This design comes from an exercise in tuning for small area, a short achievable clock period and few clock cycles on the open sky130 flow, not from production work. The RTL was checked by simulation tests, not by an equivalence proof against the original design. No activity file was given, so power comes from the tool's default toggle rates.

<file path="flow/design.v">
package lane_isa_pkg;
  typedef enum logic [2:0] {
    VOP_ADD,
    VOP_SUB,
    VOP_AND,
    VOP_OR,
    VOP_XOR,
    VOP_STORE
  } vop_e;
  typedef logic [$clog2(8)-1:0] vreg_t;
  typedef logic [$clog2(8)-1:0]    velem_t;
  typedef logic [$clog2(8):0]      vlen_t;
  typedef logic [3:0]                        vid_t;   
  typedef logic [32-1:0]             elem_t;
  typedef struct packed {
    vop_e  op;
    vreg_t vd;
    vreg_t vs1;
    vreg_t vs2;
    vlen_t vl;
    vid_t  id;
  } vinsn_t;
  typedef logic [$clog2(8 * 8 / 2)-1:0] vaddr_t;
  typedef enum logic {
    OPQ_A,
    OPQ_B
  } opqueue_e;
  typedef struct packed {
    logic     we;
    vaddr_t   addr;
    elem_t    wdata;
    opqueue_e tgt;
  } vrf_req_t;
  typedef struct packed {
    vreg_t  vreg;
    velem_t idx;
    elem_t  data;
  } ldu_wr_t;
  typedef struct packed {
    vop_e  op;
    vlen_t vl;
  } alu_cmd_t;
  localparam int unsigned VidW    = 4;
  localparam int unsigned VinsnW  = 3 + 3 * $clog2(8) + $clog2(8) + 1 + VidW;
  localparam int unsigned VaddrW  = $clog2(8 * 8 / 2);
  localparam int unsigned VrfReqW = 1 + VaddrW + 32 + 1;
  localparam int unsigned LduWrW  = $clog2(8) + $clog2(8) + 32;
endpackage
`timescale 1ns/1ps
module stream_buffer #(
  parameter int unsigned Depth = 2
) (
  input  logic                                   clk_i,
  input  logic                                   rst_ni,
  input  logic [8-1:0][32-1:0] data_i,
  input  lane_isa_pkg::vlen_t                    vl_i,
  input  logic                                   push_i,
  output logic                                   full_o,
  output logic [32-1:0]                  data_o,
  output logic                                   valid_o,
  input  logic                                   ready_i
);
  localparam int unsigned PtrW = (Depth > 1) ? $clog2(Depth) : 1;
  localparam int unsigned CntW = $clog2(Depth + 1);
  localparam int unsigned IdxW = $clog2(8);
  logic [8-1:0][32-1:0] mem_q [Depth];
  logic [IdxW-1:0]   last_q [Depth];
  logic [PtrW-1:0]   wr_ptr_q, rd_ptr_q;
  logic [CntW-1:0]   count_q;
  logic [IdxW-1:0]   idx_q;
  logic              pop, pop_vec;
  assign full_o  = (count_q == CntW'(Depth));
  assign valid_o = (count_q != '0);
  assign data_o  = mem_q[rd_ptr_q][idx_q];
  assign pop     = valid_o && ready_i;
  assign pop_vec = pop && (idx_q == last_q[rd_ptr_q]);
  always_ff @(posedge clk_i) begin
    if (push_i) begin
      mem_q[wr_ptr_q]  <= data_i;
      last_q[wr_ptr_q] <= IdxW'(vl_i - 1'b1);
    end
  end
  always_ff @(posedge clk_i or negedge rst_ni) begin
    if (!rst_ni) begin
      wr_ptr_q <= '0;
      rd_ptr_q <= '0;
      count_q  <= '0;
      idx_q    <= '0;
    end else begin
      if (push_i) wr_ptr_q <= (wr_ptr_q == PtrW'(Depth - 1)) ? '0 : wr_ptr_q + 1'b1;
      if (pop_vec) rd_ptr_q <= (rd_ptr_q == PtrW'(Depth - 1)) ? '0 : rd_ptr_q + 1'b1;
      if (pop) idx_q <= pop_vec ? '0 : idx_q + 1'b1;
      count_q <= count_q + CntW'(push_i) - CntW'(pop_vec);
    end
  end
endmodule
`timescale 1ns/1ps
module vector_regfile (
  input  logic                                    clk_i,
  input  logic [8-1:0]               row_en_i,
  input  logic [8-1:0]                  col_en_i,
  input  logic [8-1:0][32-1:0]  wdata_i,
  input  logic [8-1:0]               ra_sel_i,
  input  logic [8-1:0]               rb_sel_i,
  output logic [8-1:0][32-1:0]  ra_o,
  output logic [8-1:0][32-1:0]  rb_o
);
  logic [8*8*32-1:0] q;
  for (genvar i = 0; i < 8; i++) begin : gen_elem
    for (genvar r = 0; r < 8; r++) begin : gen_reg
      always_ff @(posedge clk_i) begin
        if (row_en_i[r] && col_en_i[i]) q[(r*8+i)*32 +: 32] <= wdata_i[i];
      end
    end
    always_comb begin
      ra_o[i] = '0;
      rb_o[i] = '0;
      for (int r = 0; r < 8; r++) begin
        ra_o[i] = ra_o[i] | ({32{ra_sel_i[r]}} & q[(r*8+i)*32 +: 32]);
        rb_o[i] = rb_o[i] | ({32{rb_sel_i[r]}} & q[(r*8+i)*32 +: 32]);
      end
    end
  end
endmodule
`timescale 1ns/1ps
module vector_alu (
  input  lane_isa_pkg::elem_t opa_i,
  input  lane_isa_pkg::elem_t opb_i,
  input  lane_isa_pkg::elem_t ldata_i,
  input  logic                sub_i,     
  input  logic                f_arith_i,
  input  logic                f_and_i,
  input  logic                f_or_i,
  input  logic                f_xor_i,
  input  logic                f_ld_i,
  output lane_isa_pkg::elem_t res_o
);
  logic [32:0] sum;
  assign sum = {opa_i, 1'b1} + {opb_i ^ {32{sub_i}}, sub_i};
  assign res_o = ({32{f_arith_i}} & sum[32:1]) |
                 ({32{f_and_i}}   & (opa_i & opb_i)) |
                 ({32{f_or_i}}    & (opa_i | opb_i)) |
                 ({32{f_xor_i}}   & (opa_i ^ opb_i)) |
                 ({32{f_ld_i}}    & ldata_i);
endmodule
`timescale 1ns/1ps
`timescale 1ns/1ps
`timescale 1ns/1ps
module lane (
  input  logic    clk_i,
  input  logic    rst_ni,
  input  logic [lane_isa_pkg::VinsnW-1:0]  insn_i,
  input  logic    insn_valid_i,
  output logic    insn_ready_o,
  input  logic [lane_isa_pkg::LduWrW-1:0] ldu_wr_i,
  input  logic    ldu_valid_i,
  output logic    ldu_ready_o,
  output logic [32-1:0]     stu_operand_o,
  output logic    stu_valid_o,
  input  logic    stu_ready_i,
  output logic    done_o,
  output logic [lane_isa_pkg::VidW-1:0]    done_id_o
);
  localparam int unsigned NrRegs = 8;
  localparam int unsigned VlMax  = 8;
  lane_isa_pkg::vinsn_t  insn;
  lane_isa_pkg::ldu_wr_t ldu;
  assign insn = insn_i;
  assign ldu  = ldu_wr_i;
  logic                 i_valid_q, i_store_q, i_alu_q;
  logic                 i_arith_q, i_sub_q, i_and_q, i_or_q, i_xor_q;
  logic [NrRegs-1:0]    i_vd_q, i_vs1_q, i_vs2_q;
  logic [VlMax-1:0]     i_mask_q;
  lane_isa_pkg::vlen_t  i_vl_q;
  lane_isa_pkg::vid_t   i_id_q;
  logic                 l_valid_q;
  logic [NrRegs-1:0]    l_reg_q;
  logic [VlMax-1:0]     l_idx_q;
  lane_isa_pkg::elem_t  l_data_q;
  logic sb_full, sb_push;
  logic i_go, l_go;
  assign i_go = i_valid_q && !(i_store_q && sb_full);
  assign l_go = l_valid_q && !i_alu_q;
  assign insn_ready_o = !(i_store_q && sb_full);
  assign ldu_ready_o  = !(l_valid_q && i_alu_q);
  assign done_o    = i_go;
  assign done_id_o = i_id_q;
  assign sb_push   = i_store_q && !sb_full;
  always_ff @(posedge clk_i or negedge rst_ni) begin
    if (!rst_ni) begin
      i_valid_q <= 1'b0;
      i_store_q <= 1'b0;
      i_alu_q   <= 1'b0;
      i_arith_q <= 1'b0;
      i_sub_q   <= 1'b0;
      i_and_q   <= 1'b0;
      i_or_q    <= 1'b0;
      i_xor_q   <= 1'b0;
      l_valid_q <= 1'b0;
    end else begin
      if (insn_ready_o) begin
        i_valid_q <= insn_valid_i;
        i_store_q <= insn_valid_i && (insn.op == lane_isa_pkg::VOP_STORE);
        i_alu_q   <= insn_valid_i && (insn.op != lane_isa_pkg::VOP_STORE);
        i_arith_q <= insn_valid_i && ((insn.op == lane_isa_pkg::VOP_ADD) ||
                                      (insn.op == lane_isa_pkg::VOP_SUB));
        i_sub_q   <= insn_valid_i && (insn.op == lane_isa_pkg::VOP_SUB);
        i_and_q   <= insn_valid_i && (insn.op == lane_isa_pkg::VOP_AND);
        i_or_q    <= insn_valid_i && (insn.op == lane_isa_pkg::VOP_OR);
        i_xor_q   <= insn_valid_i && (insn.op == lane_isa_pkg::VOP_XOR);
      end
      if (ldu_ready_o) l_valid_q <= ldu_valid_i;
    end
  end
  always_ff @(posedge clk_i) begin
    if (insn_ready_o && insn_valid_i) begin
      for (int r = 0; r < NrRegs; r++) begin
        i_vd_q[r]  <= (insn.vd  == lane_isa_pkg::vreg_t'(r));
        i_vs1_q[r] <= (insn.vs1 == lane_isa_pkg::vreg_t'(r));
        i_vs2_q[r] <= (insn.vs2 == lane_isa_pkg::vreg_t'(r));
      end
      for (int i = 0; i < VlMax; i++) i_mask_q[i] <= (insn.vl > lane_isa_pkg::vlen_t'(i));
      i_vl_q <= insn.vl;
      i_id_q <= insn.id;
    end
    if (ldu_ready_o && ldu_valid_i) begin
      for (int r = 0; r < NrRegs; r++) l_reg_q[r] <= (ldu.vreg == lane_isa_pkg::vreg_t'(r));
      for (int i = 0; i < VlMax; i++) l_idx_q[i] <= (ldu.idx == lane_isa_pkg::velem_t'(i));
      l_data_q <= ldu.data;
    end
  end
  logic [NrRegs-1:0]                  row_en;
  logic [VlMax-1:0]                   col_en;
  logic [VlMax-1:0][32-1:0]   wdata, opa, opb;
  assign row_en = i_alu_q ? i_vd_q   : (l_valid_q ? l_reg_q : '0);
  assign col_en = i_alu_q ? i_mask_q : l_idx_q;
  vector_regfile vector_regfile_inst (
    .clk_i   (clk_i),
    .row_en_i(row_en),
    .col_en_i(col_en),
    .wdata_i (wdata),
    .ra_sel_i(i_vs1_q),
    .rb_sel_i(i_vs2_q),
    .ra_o    (opa),
    .rb_o    (opb)
  );
  for (genvar i = 0; i < VlMax; i++) begin : gen_alu
    vector_alu vector_alu_inst (
      .opa_i    (opa[i]),
      .opb_i    (opb[i]),
      .ldata_i  (l_data_q),
      .sub_i    (i_sub_q),
      .f_arith_i(i_arith_q),
      .f_and_i  (i_and_q),
      .f_or_i   (i_or_q),
      .f_xor_i  (i_xor_q),
      .f_ld_i   (!i_alu_q),
      .res_o    (wdata[i])
    );
  end
  stream_buffer #(.Depth(2)) store_buffer_inst (
    .clk_i  (clk_i),
    .rst_ni (rst_ni),
    .data_i (opb),
    .vl_i   (i_vl_q),
    .push_i (sb_push),
    .full_o (sb_full),
    .data_o (stu_operand_o),
    .valid_o(stu_valid_o),
    .ready_i(stu_ready_i)
  );
endmodule
</file>
<file path="flow/run.sh">
#!/bin/bash
# synth_recipe.tcl (not shown) runs the flow's synth.tcl, then flattens the netlist and writes it again
# the make line also repeats each setting of config.mk as NAME=value (left out here)
make -C /OpenROAD-flow-scripts/flow DESIGN_CONFIG=/design/flow/config.mk WORK_HOME=/design/flow/orfs CLKGATE_MAP_FILE= SYNTH_SCRIPT=/design/flow/synth_recipe.tcl finish
</file>
<file path="flow/config.mk">
export PLATFORM = sky130hd
export DESIGN_NAME = lane
export DESIGN_NICKNAME = lane
export VERILOG_FILES = /design/flow/design.v
export SDC_FILE = /design/flow/constraint.sdc
export NUM_CORES = 4
export LEC_CHECK = 0
export CAP_MARGIN = 20
export CORE_MARGIN = 2
export CORE_UTILIZATION = 40
export SLEW_MARGIN = 20
</file>
<file path="flow/constraint.sdc">
create_clock -name core_clock -period 7.0 [get_ports {clk_i}]
set_input_delay 1.4000 -clock core_clock [delete_from_list [all_inputs] [get_ports {clk_i}]]
set_output_delay 1.4000 -clock core_clock [all_outputs]
set_load 0.01 [all_outputs]
</file>
==> summary.txt <==
total negative slack 0 ns; Peak VDD IR 0.269 mV; num ports 103; Final HPWL DP 315000 µm; commonest cells after routing, fill and taps aside edfxtp_1 (2653), a22oi_1 (2120), ha_1 (764); cell family with most CP delay compound AO/OA/AOI/OAI gates; clk_skew between 0.06 and 0.07 ns; Mapped Cells between 10000 and 15000; P per Cell Area 327 mW/mm²; maxcap violations 0; detailed-route DRC error count 0; Synth Cell Area about 0.14 mm²; Final Setup Violations 0; Yosys reg bits 2669; total track usage 29.7%; Placer Congestion 0.931; part of the Yosys area used for sequential elements about three fifths; Final min period 5.72 ns; number of flops mapped to enable cells by yosys 2653; Routed WL 526000 µm; Biggest register vector_regfile_inst.q; commonest non-fill, non-tap cell in the layout edfxtp_1; CP required ~7.6 ns; Slew Viols, Final 0; starting density of the core 40.2%; Crit path buffers/inverters 1; number of library cell types mapped by synthesis 95; cts repair resizes 0; First DRT Iteration DRCs 16367; synthesized net count 11043; Crit Path Max Fanout 9; Worst path max stage delay about 0.96 ns; startpoint types flip-flop; drt wl/cell 34.9 µm; fraction of layout cells with a size suffix above 1 between 10% and 20%; hold buffers post-CTS 0; H-tree depth 5; total number of vias 103884; critical path type flip-flop to flip-flop; DR pass1 iterations 6; post-DR vias/cell 6.90; core box area 0.336 mm²; Worst Max-Slew Pin Slew 1.22 ns; largest net degree at the start of global routing 106; Layout fillers 29513; worst skew pair latency 0.95 ns; num rows 213; Worst Setup End Kind flip-flop; Rel. slew slack a little under a fifth; first-pass GRT wire length 733000 µm; Sink Count around 2700; CP dominant cell by count a211oi_1; Worst path slowest cell edfxtp_1; WHS 0.498 ns; crit path cell chain buf_4, a22oi_1, nand4_1, xor2_1, ha_1, a211oi_1, o31a_1, o31ai_1, nand3_1, o21ai_1, a211oi_1, nor3_2, o221ai_1, o311ai_1; Buffers on Ports 102; crit path DAT 6.32 ns; Die ar. about 0.34 mm²; Async SR Flop Fraction 0.599%; vias in the first global route 100664; syn_area_per_cell 13.2 µm²; area growth from synthesis to layout 13.2%; post-CTS setup buffers 0; hold crit path type flip-flop to flip-flop; Clk pin slew, worst setup/hold paths 0.06 ns; antenna violations before repair 53; final net count ~11000; period utilisation layout 81.7%; final hold vios 0; RSZ-0062 raised after global routing false; Largest regs vector_regfile_inst.q x2048, store_buffer_inst.mem_q x512, l_data_q x32; CTS tree done; total gr overflow 0; die height 585 µm; Root Driver clkbuf_16; die outline width 585 µm; LEAKAGE approximately 55 nW; Clock Tree Buf Depth 4; ys flop type edfxtp_1; CTS buffer count 296; max FFs per register 2048; Peak Freq 175 MHz; Synth Warn # 3; Post-DRT Antenna Nets 0; status no timing/DRC/antenna violations
[per-stage QoR]
| stage | utilization (%) | worst slack (ns) | power (W) | instances | instance area, µm² |
|---|---|---|---|---|---|
| final | 45.5 | 1.28 | 0.0500 | 15063 | 153000 |
| after global routing | 45.5 | 1.02 | 0.0514 | 15023 | 153000 |
| after CTS | 45.4 | 1.29 | 0.0496 | 15009 | 153000 |
| after detailed placement | 42.6 | 1.40 | 0.0341 | 14475 | 143000 |
| after global placement | 42.6 | 1.31 | 0.0339 | 14472 | 143000 |
| after floorplan | - | 2.01 | 0.0283 | 10216 | 135000 |
[where the power goes]
part	total (W)	switching, W	internal [W]
Combinational	0.0137	0.00925	0.00446
Clock	0.0157	0.00677	0.00888
Sequential	0.0206	0.000829	0.0198
Total	0.0500	0.0168	0.0331
[per-layer routing]
metal  wire [µm]  track usage (%)
met1      190000             38.3
met2      226000             43.7
met3       74500             8.93
met4       35400             18.8
met5         342                0
[kinds of logic (layout without fill, tap and decap cells)]
family,count (synthesis),count (layout),share of synthesized area [%]
other,0,54,0
buffers and inverters,1291,1569,3.61
adder cells (fa/ha/maj),764,764,7.07
AO/OA/AOI/OAI,3313,3313,18.2
AND/OR/NAND/NOR,1507,1507,5.86
multiplexers,184,184,2.85
flip-flops,2669,2669,59.3
XOR/XNOR,488,488,3.16
[final cells by class]
| type | count | area, µm² | share of cell area (%) |
|---|---|---|---|
| flip-flops and latches | 2669 | 80100 | 52.4 |
| clock inverters | 180 | 1880 | 1.23 |
| clock buffers | 354 | 7710 | 5.04 |
| inverters | 588 | 2220 | 1.45 |
| multi-input cells | 6256 | 50800 | 33.2 |
| repair buffers | 447 | 4480 | 2.93 |
| diodes | 54 | 135 | 0.0883 |
| well taps | 4515 | 5650 | 3.69 |
[cells in the mapped netlist (all sizes together) (172+ instances only)]
cell	instances	area share [%]
nor2	199	0.55
xnor2	172	1.1
ha	764	7.1
a22oi	2130	12
clkbuf	621	1.7
inv	587	1.6
xor2	316	2.0
o21ai	197	0.74
nand2	409	1.1
edfxtp	2653	59
a21oi	225	0.86
nand4	575	2.7
[worst paths after layout]
check,from,end,slack (ns),cells after the start
max reg2reg,i_vs2_q[3],vector_regfile_inst.q[1340],1.28,14
min,store_buffer_inst.count_q[1],store_buffer_inst.count_q[1],0.50,1
max,i_vs2_q[3],vector_regfile_inst.q[1340],1.28,14
min reg2reg,store_buffer_inst.count_q[1],store_buffer_inst.count_q[1],0.50,1
min in group asynchronous,rst_ni,i_xor_q,0.94,1
max in group asynchronous,rst_ni,i_arith_q,5.46,1
Testbench counts, summed over its fixed seeds: cycles 7,026.

-- afterwards: timing with drivers on the ports --
Ports are ideal in the flow. The routed layout listed here was re-timed in OpenROAD. Step 1 (the two cells are an assumption about what drives the block):
set clk [get_ports {clk_i}]
set_driving_cell -lib_cell sky130_fd_sc_hd__clkbuf_16 $clk
set_driving_cell -lib_cell sky130_fd_sc_hd__buf_2 [delete_from_list [all_inputs] $clk]
Step 2 moves the port delays by t, midway between the first and last clock arrival at a register: inputs arrive t later, outputs are due t later. That takes back most of the time a late clock gives input paths. Three values: ideal, step 1, step 2; two values: the first two.
t, ns: 1.018
setup WS [ns]: 1.280 / 1.214 / 1.280
latest minus earliest clock arrival (ns): 0.065 / 0.065
After both steps setup and hold are still met in this run. For this run, drivers alone change the setup slack by -0.066 ns; drivers and shift together by 0.000 ns.
